Background: an optimization exercise with open tools, aiming at small area, a short achievable clock period and few clock cycles. Do not read the settings as production practice. In this exercise RTL edits were held to simulation tests only and were not proved equivalent to the original. Power and IR drop assume default switching activity.

`design/flow/design.v`:
```
module receiver_expand #(
    parameter int D = 4
) (
    input  logic           clk,
    input  logic           rst,
    input  logic           start,
    input  logic [D-1:0]   alpha,
    input  logic           cw_valid,
    input  logic [127:0]   cw_data,
    output logic           cw_ready,
    output logic           prg_req,
    output logic [127:0]   prg_seed,
    input  logic           prg_ack,
    input  logic [127:0]   prg_left,
    input  logic [127:0]   prg_right,
    output logic           out_valid,
    input  logic           out_ready,
    output logic [D-1:0]   out_index,
    output logic [127:0]   out_data,
    output logic           out_punct,
    output logic           busy,
    output logic           done
);
    localparam int LV = $clog2(D);           
    localparam int CW = $clog2(D + 1);
    localparam logic [LV-1:0] LEAF = LV'(D - 1);
    localparam logic [LV-1:0] LAST = LV'(D - 2);
    logic             act, fin;
    logic [D-1:0]     alpha_q;
    logic [D-1:0]     asr;           
    logic [CW-1:0]    ncw;           
    logic [D:0]       nl;            
    logic             pre;           
    logic             zq;            
    logic             cq;            
    logic             zq1;           
    logic             n15;           
    logic             ncw3, ncw4;    
    logic [D-1:0]     oidx;          
    logic             ov, opunct;    
    logic [2:0]       dep;           
    logic [LV-1:0]    lx, l1, l2;    
    logic             kx, k1, k2;    
    logic             p_z, p_move, p_bexp, p_exp3, p_c4, p_expi, p_acc;
    logic [1:0]       p_pos;         
    logic             p_pop, p_bx;   
    logic [1:0]       p_ips;         
    logic [127:0]     X, S1, S2, OUT;
    function automatic logic [8:0] plan(
        input logic act_i, input logic fin_i, input logic zq_i, input logic cq_i,
        input logic nl4_i, input logic pre_i, input logic ncw3_i, input logic ncw4_i,
        input logic ov_i, input logic [2:0] dep_i,
        input logic [LV-1:0] lx_i, input logic [LV-1:0] l1_i, input logic [LV-1:0] l2_i,
        input logic kx_i, input logic k1_i, input logic k2_i);
        logic run, ax, a1, a2, topact, s1act, okacc;
        logic z, move, bexp, exp3, c4, expi, acc;
        logic [1:0] pos;
        run    = act_i && !fin_i;
        ax     = dep_i[0] && !(kx_i && pre_i);
        a1     = dep_i[1]        && !(k1_i && pre_i);
        a2     = dep_i[2] && !(k2_i && pre_i);
        topact = ax && (pre_i || ncw4_i);
        s1act  = a1 && (pre_i || ncw4_i);
        okacc  = !pre_i || ((!ax || lx_i[LV-1]) && (!a1 || l1_i[LV-1]) &&
                            (!a2 || l2_i[LV-1]));
        z    = run && zq_i;
        move = run && !zq_i && topact && (lx_i == LEAF) && !nl4_i;
        bexp = move && s1act && (l1_i != LEAF);
        exp3 = run && !zq_i && topact && (lx_i == LAST) && !nl4_i;
        c4   = run && ncw3_i && !ov_i && dep_i[2] && cq_i;
        expi = run && (topact || (pre_i && ncw4_i && dep_i[0])) &&
               !lx_i[LV-1] && !dep_i[2];
        acc  = run && !ncw4_i && !dep_i[2] && okacc;
        pos  = (pre_i && ax) ? (a1 ? 2'd2 : 2'd1) : 2'd0;
        plan = {z, move, bexp, exp3, c4, expi, acc, pos};
    endfunction
    logic             q_req, q_cwr;   
    assign prg_req  = q_req;
    assign prg_seed = X;
    assign cw_ready = q_cwr;
    logic ofree, f_z, f_move, f_bexp, f_pop, f_exp3, f_c4, f_expi, f_acc, f_ld;
    assign ofree  = !ov || out_ready;
    assign f_z    = p_z && ofree;
    assign f_move = p_move && ofree && (!p_bexp || prg_ack);
    assign f_bexp = f_move && p_bexp;
    assign f_pop  = f_move && !p_bexp;
    assign f_exp3 = p_exp3 && ofree && prg_ack;
    assign f_c4   = p_c4 && cw_valid;
    assign f_expi = p_expi && prg_ack;
    assign f_acc  = p_acc && cw_valid;
    assign f_ld   = f_z | f_move | f_exp3 | f_c4;
    logic [1:0] ip;
    logic i0, i1, i2;
    assign ip = f_pop ? {1'b0, p_pos[1]} : p_pos;
    assign i0 = f_acc && (ip == 2'd0);
    assign i1 = f_acc && (ip == 2'd1);
    assign i2 = f_acc && (ip == 2'd2);
    function automatic logic [7:0] swap_rules(
        input logic pre_i, input logic [2:0] dep_i,
        input logic [LV-1:0] lx_i, input logic [LV-1:0] l1_i, input logic [LV-1:0] l2_i,
        input logic kx_i, input logic k1_i, input logic k2_i,
        input logic ncw3_i, input logic ncw4_i, input logic left_i,
        input logic zq_i, input logic zq1_i, input logic n15_i, input logic nl4_i);
        logic ax, a1, a2, s1act, cint, nok;
        ax    = dep_i[0] && !(kx_i && pre_i);
        a1    = dep_i[1]        && !(k1_i && pre_i);
        a2    = dep_i[2] && !(k2_i && pre_i);
        s1act = a1 && (pre_i || ncw4_i);
        cint  = !ncw3_i;                     
        nok   = !zq1_i && !n15_i;
        swap_rules = {
            s1act && (l1_i != LEAF) && nok,
            left_i && cint && nok,
            (l1_i == LEAF) && a1 && (l2_i != LEAF) && a2 && (pre_i || ncw4_i) && nok,
            !cint && left_i && (l1_i != LEAF) && a1 && nok,
            (l1_i == LEAF) && a1 && cint && left_i && nok,
            !pre_i && !cint && ax && (lx_i != LEAF) && !zq_i && !nl4_i,
            (lx_i == LEAF) && ax && pre_i && cint && left_i && !zq_i && !nl4_i,
            ncw4_i && dep_i[1] && (lx_i == LEAF) && (l1_i != LEAF) && !n15_i};
    endfunction
    logic rB, rC, rE, rF, rG, rK0, rK1, rZ, sw_n;
    logic s_f, c_f;
    assign s_f    = (p_expi && prg_ack) || (p_exp3 && ofree && prg_ack) ||
                    (p_move && ofree && (prg_ack || !p_bexp));
    assign c_f    = f_acc;
    logic [5:0] sx, ss1, ss2;
    rx_route u_route (
        .p_expi(p_expi), .p_exp3(p_exp3), .k_bexp(p_bx), .k_pop(p_pop),
        .p_bexp(p_bexp), .p_pos(p_pos), .p_ips(p_ips),
        .rB(rB), .rC(rC), .rE(rE), .rF(rF), .rG(rG), .rK0(rK0), .rK1(rK1), .rZ(rZ),
        .s_f(s_f), .c_f(c_f), .f_z(f_z),
        .sx(sx), .ss1(ss1), .ss2(ss2), .sw_n(sw_n));
    logic ol, ox, o1, oc, oh;
    assign ol = f_exp3;
    assign ox = f_move && !p_bexp;
    assign o1 = f_move && p_bexp;
    assign oc = f_c4;
    assign oh = !f_ld;
    always_ff @(posedge clk) begin
        X   <= ({128{sx[0]}} & X) | ({128{sx[1]}} & S1) | ({128{sx[2]}} & S2) |
               ({128{sx[3]}} & prg_left) | ({128{sx[4]}} & prg_right) |
               ({128{sx[5]}} & cw_data);
        S1  <= ({128{ss1[0]}} & X) | ({128{ss1[1]}} & S1) | ({128{ss1[2]}} & S2) |
               ({128{ss1[4]}} & prg_right) | ({128{ss1[5]}} & cw_data);
        S2  <= ({128{ss2[1]}} & S1) | ({128{ss2[2]}} & S2) | ({128{ss2[5]}} & cw_data);
        OUT <= ({128{ol}} & prg_left) | ({128{ox}} & X) | ({128{o1}} & S1) |
               ({128{oc}} & cw_data) | ({128{oh}} & OUT);
    end
    logic [D:0] nl_inc;
    assign nl_inc = nl + 1'b1;
    logic             act_n, fin_n, pre_n, zq_n, cq_n, zq1_n, n15_n, ncw3_n, ncw4_n, ov_n, opunct_n;
    logic [D-1:0]     alpha_n, asr_n, oidx_n;
    logic [CW-1:0]    ncw_n;
    logic [D:0]       nl_n;
    logic [2:0]       dep_n, sdep;
    logic [LV-1:0]    lx_n, l1_n, l2_n, m0, m1, m2, lnew;
    logic             kx_n, k1_n, k2_n, j0, j1, j2;
    assign lnew   = LV'(ncw);
    always_comb begin
        m0 = lx; m1 = l1; m2 = l2;
        j0 = kx; j1 = k1; j2 = k2;
        sdep = dep;
        if (f_expi) begin
            m0 = lx + 1'b1; j0 = kx;
            m1 = lx + 1'b1; j1 = kx;
            m2 = l1;        j2 = k1;
            sdep = {dep[1:0], 1'b1};
        end else if (f_exp3) begin
            m0 = LEAF;
        end else if (f_bexp) begin
            m0 = l1 + 1'b1; j0 = 1'b0;
            m1 = l1 + 1'b1; j1 = 1'b0;
        end else if (f_pop) begin
            m0 = l1; j0 = k1;
            m1 = l2; j1 = k2;
            sdep = {1'b0, dep[2:1]};
        end
        lx_n = m0; l1_n = m1; l2_n = m2;
        kx_n = j0; k1_n = j1; k2_n = j2;
        if (i0) begin
            lx_n = lnew; kx_n = !asr[D-1];
            l1_n = m0;   k1_n = j0;
            l2_n = m1;   k2_n = j1;
        end else if (i1) begin
            l1_n = lnew; k1_n = !asr[D-1];
            l2_n = m1;   k2_n = j1;
        end else if (i2) begin
            l2_n = lnew; k2_n = !asr[D-1];
        end
        dep_n = f_acc ? {sdep[1:0], 1'b1} : sdep;
        act_n    = act;
        fin_n    = fin;
        alpha_n  = alpha_q;
        asr_n    = asr;
        ncw_n    = ncw;
        nl_n     = nl;
        pre_n    = pre;
        zq_n     = zq;
        cq_n     = cq;
        zq1_n    = zq1;
        n15_n    = n15;
        ncw3_n   = ncw3;
        ncw4_n   = ncw4;
        oidx_n   = oidx;
        ov_n     = ov;
        opunct_n = opunct;
        if (!act) begin
            lx_n = lx; l1_n = l1; l2_n = l2;
            kx_n = kx; k1_n = k1; k2_n = k2;
            dep_n = dep;
            if (start) begin
                act_n   = 1'b1;
                alpha_n = alpha;
                asr_n   = alpha;
                ncw_n   = '0;
                nl_n    = '0;
                pre_n   = 1'b1;
                zq_n    = (alpha == '0);
                cq_n    = (alpha == D'(1));
                zq1_n   = (alpha == D'(1));
                n15_n   = 1'b0;
                ncw3_n  = 1'b0;
                ncw4_n  = 1'b0;
                dep_n   = '0;
            end
        end else if (fin) begin
            act_n = 1'b0;
            fin_n = 1'b0;
        end else begin
            if (f_ld) begin
                nl_n     = nl_inc;
                zq_n     = zq1;
                cq_n     = (nl_inc == {1'b0, alpha_q ^ D'(1)});
                zq1_n    = (nl + (D+1)'(2) == {1'b0, alpha_q});
                n15_n    = (nl_inc == (D+1)'((1 << D) - 1));
                oidx_n   = nl[D-1:0];
                ov_n     = 1'b1;
                opunct_n = f_z;
            end else if (out_ready) begin
                ov_n = 1'b0;
                if (ov && nl[D]) fin_n = 1'b1;
            end
            if (f_z) pre_n = 1'b0;
            if (f_acc || f_c4) begin
                ncw_n = ncw + 1'b1;
                ncw3_n = (ncw == CW'(D - 2));
                ncw4_n = ncw3;
                asr_n = asr << 1;
            end
        end
    end
    logic [8:0] pl_n;
    logic [7:0] rules_n;
    assign rules_n = swap_rules(pre_n, dep_n, lx_n, l1_n, l2_n, kx_n, k1_n, k2_n,
                                ncw3_n, ncw4_n, asr_n[D-1], zq_n, zq1_n, n15_n, nl_n[D]);
    assign pl_n = plan(act_n, fin_n, zq_n, cq_n, nl_n[D], pre_n, ncw3_n, ncw4_n, ov_n, dep_n,
                       lx_n, l1_n, l2_n, kx_n, k1_n, k2_n);
    always_ff @(posedge clk or negedge rst) begin
        if (!rst) begin
            act     <= 1'b0;
            fin     <= 1'b0;
            ov      <= 1'b0;
            p_z     <= 1'b0;
            p_move  <= 1'b0;
            p_bexp  <= 1'b0;
            p_exp3  <= 1'b0;
            p_c4    <= 1'b0;
            p_expi  <= 1'b0;
            p_acc   <= 1'b0;
            p_pop   <= 1'b0;
            p_bx    <= 1'b0;
            q_req   <= 1'b0;
            q_cwr   <= 1'b0;
        end else begin
            act     <= act_n;
            fin     <= fin_n;
            ov      <= ov_n;
            p_z     <= pl_n[8];
            p_move  <= pl_n[7];
            p_bexp  <= sw_n;
            p_exp3  <= pl_n[5];
            p_c4    <= pl_n[4];
            p_expi  <= pl_n[3];
            p_acc   <= pl_n[2];
            p_pop   <= pl_n[7] && !sw_n;
            p_bx    <= pl_n[7] && sw_n;
            q_req   <= pl_n[5] || pl_n[3] || sw_n;
            q_cwr   <= pl_n[2] || pl_n[4];
        end
    end
    always_ff @(posedge clk) begin
        alpha_q <= alpha_n;
        asr     <= asr_n;
        ncw     <= ncw_n;
        nl      <= nl_n;
        pre     <= pre_n;
        zq      <= zq_n;
        cq      <= cq_n;
        zq1     <= zq1_n;
        n15     <= n15_n;
        ncw3    <= ncw3_n;
        ncw4    <= ncw4_n;
        oidx    <= oidx_n;
        opunct  <= opunct_n;
        dep     <= dep_n;
        lx      <= lx_n;
        l1      <= l1_n;
        l2      <= l2_n;
        kx      <= kx_n;
        k1      <= k1_n;
        k2      <= k2_n;
        p_pos   <= pl_n[1:0];
        p_ips   <= (pl_n[7] && !sw_n) ? {1'b0, pl_n[1]} : pl_n[1:0];
        {rB, rC, rE, rF, rG, rK0, rK1, rZ} <= rules_n;
    end
    assign out_valid = ov;
    assign out_index = oidx;
    assign out_data  = OUT;
    assign out_punct = opunct;
    assign busy      = act;
    assign done      = fin;
endmodule
module rx_route (
    input  logic       p_expi, p_exp3, k_bexp, k_pop, p_bexp,
    input  logic [1:0] p_pos, p_ips,
    input  logic       rB, rC, rE, rF, rG, rK0, rK1, rZ,
    input  logic       s_f, c_f, f_z,
    output logic [5:0] sx, ss1, ss2,
    output logic       sw_n
);
    localparam logic [5:0] SE0 = 6'b000001, SE1 = 6'b000010, SE2 = 6'b000100,
                           SL  = 6'b001000, SR  = 6'b010000, SC  = 6'b100000;
    function automatic logic [5:0] phys(input logic [5:0] v, input logic swp);
        phys = {v[5:2], swp ? v[0] : v[1], swp ? v[1] : v[0]};
    endfunction
    function automatic logic [17:0] place(input logic [5:0] n0, input logic [5:0] n1,
                                          input logic [5:0] n2, input logic swn,
                                          input logic swc);
        place = {phys(n2, swc), phys(swn ? n0 : n1, swc), phys(swn ? n1 : n0, swc)};
    endfunction
    logic [5:0]  t0, t1, t2;             
    logic        sws, swsc, swc0;        
    logic [5:0]  u0, u1, u2, w0, w1, w2;
    logic [17:0] v_h, v_z, v_s, v_c, v_sc, v_sel;
    always_comb begin
        if (p_expi)      begin t0 = SL;  t1 = SR;  t2 = SE1; end
        else if (p_exp3) begin t0 = SR;  t1 = SE1; t2 = SE2; end
        else if (k_bexp) begin t0 = SL;  t1 = SR;  t2 = SE2; end
        else             begin t0 = SE1; t1 = SE2; t2 = SE2; end    
        u0 = t0; u1 = t1; u2 = t2;
        case (p_ips)
            2'd0:    begin u0 = SC; u1 = t0; u2 = t1; end
            2'd1:    begin u1 = SC; u2 = t1; end
            default: begin u2 = SC; end
        endcase
        w0 = SE0; w1 = SE1; w2 = SE2;
        case (p_pos)
            2'd0:    begin w0 = SC; w1 = SE0; w2 = SE1; end
            2'd1:    begin w1 = SC; w2 = SE1; end
            default: begin w2 = SC; end
        endcase
        if (p_exp3)      sws = rB;
        else if (k_pop)  sws = rE;
        else             sws = 1'b0;
        if (p_exp3)      swsc = (p_ips == 2'd1) ? rC : rB;
        else if (k_pop)  swsc = (p_ips == 2'd0) ? rF : ((p_ips == 2'd1) ? rG : rE);
        else             swsc = 1'b0;
        if (p_bexp)      swc0 = 1'b1;
        else if (p_pos == 2'd0) swc0 = rK0;
        else if (p_pos == 2'd1) swc0 = rK1;
        else             swc0 = 1'b0;
        v_h  = place(SE0, SE1, SE2, p_bexp, p_bexp);
        v_z  = place(SE0, SE1, SE2, p_bexp || rZ, p_bexp);
        v_s  = place(t0, t1, t2, sws, p_bexp);
        v_c  = place(w0, w1, w2, swc0, p_bexp);
        v_sc = place(u0, u1, u2, swsc, p_bexp);
    end
    assign v_sel = s_f ? (c_f ? v_sc : v_s) : (c_f ? v_c : (f_z ? v_z : v_h));
    assign sx  = v_sel[5:0];
    assign ss1 = v_sel[11:6];
    assign ss2 = v_sel[17:12];
    assign sw_n = s_f ? (c_f ? swsc : sws) : (c_f ? swc0 : (p_bexp || (f_z && rZ)));
endmodule
```
`design/flow/standard.sh`:
```
#!/bin/bash
# synth_recipe.tcl (not shown) runs the flow's synth.tcl, then flattens the netlist and writes it again
# the make line also repeats each setting of config.mk as NAME=value (left out here)
make -C /OpenROAD-flow-scripts/flow DESIGN_CONFIG=/design/flow/config.mk WORK_HOME=/design/flow/orfs CLKGATE_MAP_FILE= SYNTH_SCRIPT=/design/flow/synth_recipe.tcl "${@:-finish}"
```
`design/flow/flow/run.sh`:
```
#!/bin/bash
# Standard ORFS layout (the standard.sh, all steps unchanged) with one
# difference: the port buffers that global placement inserts use the
# smallest buffer cell; repair_design/repair_timing still resize them.
set -euo pipefail
export BUFFER_PORTS_ARGS="-buffer_cell sky130_fd_sc_hd__buf_1"
bash standard.sh > standard.log 2>&1
```
`design/flow/constraint.sdc`:
```
create_clock -name core_clock -period 6.0 [get_ports {clk}]
set_input_delay 1.2000 -clock core_clock [delete_from_list [all_inputs] [get_ports {clk}]]
set_output_delay 1.2000 -clock core_clock [all_outputs]
set_load 0.01 [all_outputs]
```
`design/flow/config.mk`:
```
export PLATFORM = sky130hd
export DESIGN_NAME = receiver_expand
export DESIGN_NICKNAME = receiver_expand
export VERILOG_FILES = /design/flow/design.v
export SDC_FILE = /design/flow/constraint.sdc
export NUM_CORES = 4
export LEC_CHECK = 0
export CAP_MARGIN = 20
export CELL_PAD_IN_SITES_DETAIL_PLACEMENT = 1
export CORE_MARGIN = 2
export CORE_UTILIZATION = 40
export PLACE_DENSITY = 0.5
export SETUP_SLACK_MARGIN = 2.95
export SLEW_MARGIN = 60
export SYNTH_HIERARCHICAL = 1
export SYNTH_MINIMUM_KEEP_SIZE = 0
```
==> results.toml <==
[worst_setup_path]
arrival_ps = 3580
critPathRequiredTime_ps = 6550
path_buf_inv = 5
crit_slowest_cell = "or4_1"
worstPathCellList = "clkbuf_4 -> nand2_8 -> clkinv_8 -> nand2b_1 -> or4_1 -> nor2_1 -> a311oi_4 -> buf_4 -> o22ai_4 -> buf_4 -> buf_8 -> a22oi_1 -> nand3_1"
timing_worst_setup_path_type = "input pin to flip-flop"
cpMostUsedCell = "buf_4"
cpPeakStageDelay_ps = 510
crit_fanout = 32
cp_top_family = "simple AND/OR/NAND/NOR gates"
critPathCaptureType = "flip-flop"
worstSetupStartpointType = "input pin"

[sta]
worst_pin_slew_ps = 580
drv_slew = 0
maxSlewHeadroom_pct = 61.3
finalHoldViolations = 0
setup_tns_ps = 0
layout_min_cycle_time_ps = 3030
finalClockSkew_ps = 22.4
fmax_mhz = 330
rsz0062_at_grt = "no"
fin_crit_sh_pct = 50.4
setup-violations-final = 0

[pwr]
ir_drop_mv = 0.442
seq_power_share_pct = 36.0
p_leak_nw = 13.1
p_per_area_mw_per_mm2 = 565
clockPowerShare_pct = 24.0
pwr-share-comb_pct = 40.0
swShare_pct = 42.5
p_sw_w = 0.00795
p_int_w = 0.0108

[logic_synthesis]
syn_inst = 2947
synth_nets = 3346
synth_area_mm2 = 0.0264
ys_warn_count = 8
avgSynthCellArea_um2 = 8.97

[detailed_routing]
ant_nets = 0
drc = 0
first_iter_violations = 4207
wirelength_um = 137000
num_vias = 30500
dr.pass1.iters = 14
vias_per_cell = 6.89
routedWlPerCell_um = 31.0

[place]
gp_congestion = 0.922
hpwl_um = 83500
port_buffers = 659
placed_area_mm2 = 0.0300

[global_routing]
grt_pass1_wl_um = 197000
grt.met3_usage_pct = 10.0
grtUsageMet1_pct = 45.0
met2_usage_pct = 60.6
antenna_found_initial = 50
grt_usage_pct = 37.6
grt_max_degree = 83
busiest_layer = "met2"
grt.overflow.total = 0
grt_pass1_vias = 31100

[floorplanning]
rows = 94
die_y_um = 261
die_area_mm2 = 0.0681
start_util_pct = 40.3
ios = 660
core_mm2 = 0.0656
die_w_um = 261

[cts]
cts_tree = "yes"
clkLatencyLatePin_ps = 620
root_buffer = "clkbuf_16"
clock_path_buffers = 3
cts_sinks = 578
ctsHoldBuffers = 0
cts_buffers = 70
clk_pin_slew_worst_paths_ps = 60
h-tree-depth = 3

[final_layout]
drive_above_1_share_pct = 8.00
nets = 3870
regArea_mm2 = 0.0118
stdcell_area_mm2 = 0.0331
syn2layout_area_growth_pct = 25.4
multi_input_area_mm2 = 0.0132
n_fill_cell = 7685
fin_util_pct = 50.5

[job]
drv_cap = 0

[hold_path]
hold_class = "flip-flop to flip-flop"

[outcome]
status = "finished clean"
registers in the layout, indices dropped and copies added (netlist names), 2 cells and up:
signal,count
OUT,128
S1,128
S2,128
X,128
nl,5
alpha_q,4
asr,4
oidx,4
dep,3
ncw,3
l1,2
l2,2
lx,2
p_ips,2
p_pos,2
worst reg2reg max path: cells and delay by family (launching register included):
kind	cells	cell delay (ps)
AO/OA/AOI/OAI	3	680
buffers and inverters	3	670
flip-flops	1	450
AND/OR/NAND/NOR	4	1110
cells in the final DEF (no fill, tap or decap), drive strengths merged, types with 5 or more instances in the layout:
master and n:
o211ai 6, ha 5, a22oi 515, and2 5, nand2b 14, bufinv 6, a222oi 384, inv 157
dfxtp 545, mux2i 10, and3 5, a21oi 25, diode 37, a211oi 7, nand4 14, clkbuf 111
dfrtp 14, or3 7, nand2 430, nor4 8, nor2 50, nor3 14, buf 740, nand3 269
a31oi 10, xor2 6, a31o 5, o21ai 24, xnor2 10, nor2b 10, or2 5, clkinv 11
edfxtp 19, o22ai 6
metrics by stage:
step / setup WS, ps / cells / total power [W] / hold slack (ps)
6_report: 2970 / 4425 / 0.0187 / 449
5_1_grt: 2890 / 4414 / 0.0196 / 471
4_1_cts: 2960 / 4368 / 0.0183 / 453
3_5_place_dp: 1710 / 4232 / 0.0136 / 440
3_3_place_gp: 1640 / 4221 / 0.0132 / 432
2_1_floorplan: 2820 / 2947 / 0.0107 / 453
area by class of cell:
class                   instances  area share, %
diodes                         37          0.279
clock buffers                 105           6.45
clock inverters                20          0.831
inverters                     156           1.81
multi-input cells            1918           39.9
flip-flops and latches        578           35.7
well taps                     864           3.26
repair buffers                747           11.7
what timing repair did:
action | 4_1_cts | 5_1_grt
endpoints found under the setup margin | 390 | 391
pin swaps | 8 | 7
gates resized for setup | 31 | 37
gates cloned | 2 | 5
setup buffers | 9 | 12
path summary, 6_finish.rpt:
path / cells past startpoint / slack [ps] / startpoint / end
worst max register to register: 10 / 3040 / p_ips[1] / S1[20]
worst min-delay path: 2 / 450 / OUT[77] / OUT[77]
max in group asynchronous: 1 / 5210 / rst / p_bexp
worst max-delay path: 13 / 2970 / cw_valid / X[49]
worst min register to register: 2 / 450 / OUT[77] / OUT[77]
min in group asynchronous: 1 / 490 / rst / q_req
routing by layer:
layer / share of wire (%) / vias up
li1: - / 12800
met5: 0.17 / -
met3: 10 / 423
met1: 38 / 15300
met4: 5.1 / 38
met2: 47 / 1893
power groups by stage:
stage,combinational (W),clock (W),sequential (W)
floorplan,0.00413,0,0.00658
global placement,0.00658,0,0.00663
detailed placement,0.00687,0,0.00674
CTS,0.00711,0.00456,0.00668
global route,0.00801,0.00470,0.00690
finish,0.00748,0.00450,0.00673
Testbench counts, summed over its fixed seeds: cycles 4,363.

separate check: timing with driven ports:
The flow's constraints put no driver on any port. The routed layout listed below was extracted and timed again, unchanged, in two steps.
Step 1, drivers: a clkbuf_16 drives clk and a buf_2 each remaining input, both assumed.
Step 2 moves the port delays by t, midway between the first and last clock arrival at a register: inputs arrive t later, outputs are due t later. That takes back most of the time a late clock gives input paths.
Slacks: no drivers / after step 1 / after step 2; pairs: no drivers / after step 1.
t (ns): 0.677
slack for setup (ns): 2.973 / 3.005 / 2.328
worst hold slack (ns): 0.449 / 0.449 / 0.449
latest minus earliest clock arrival (ns): 0.024 / 0.024
After both steps setup and hold are still met in this run. For this run, drivers alone change the setup slack by +0.032 ns; drivers and shift together by -0.645 ns.
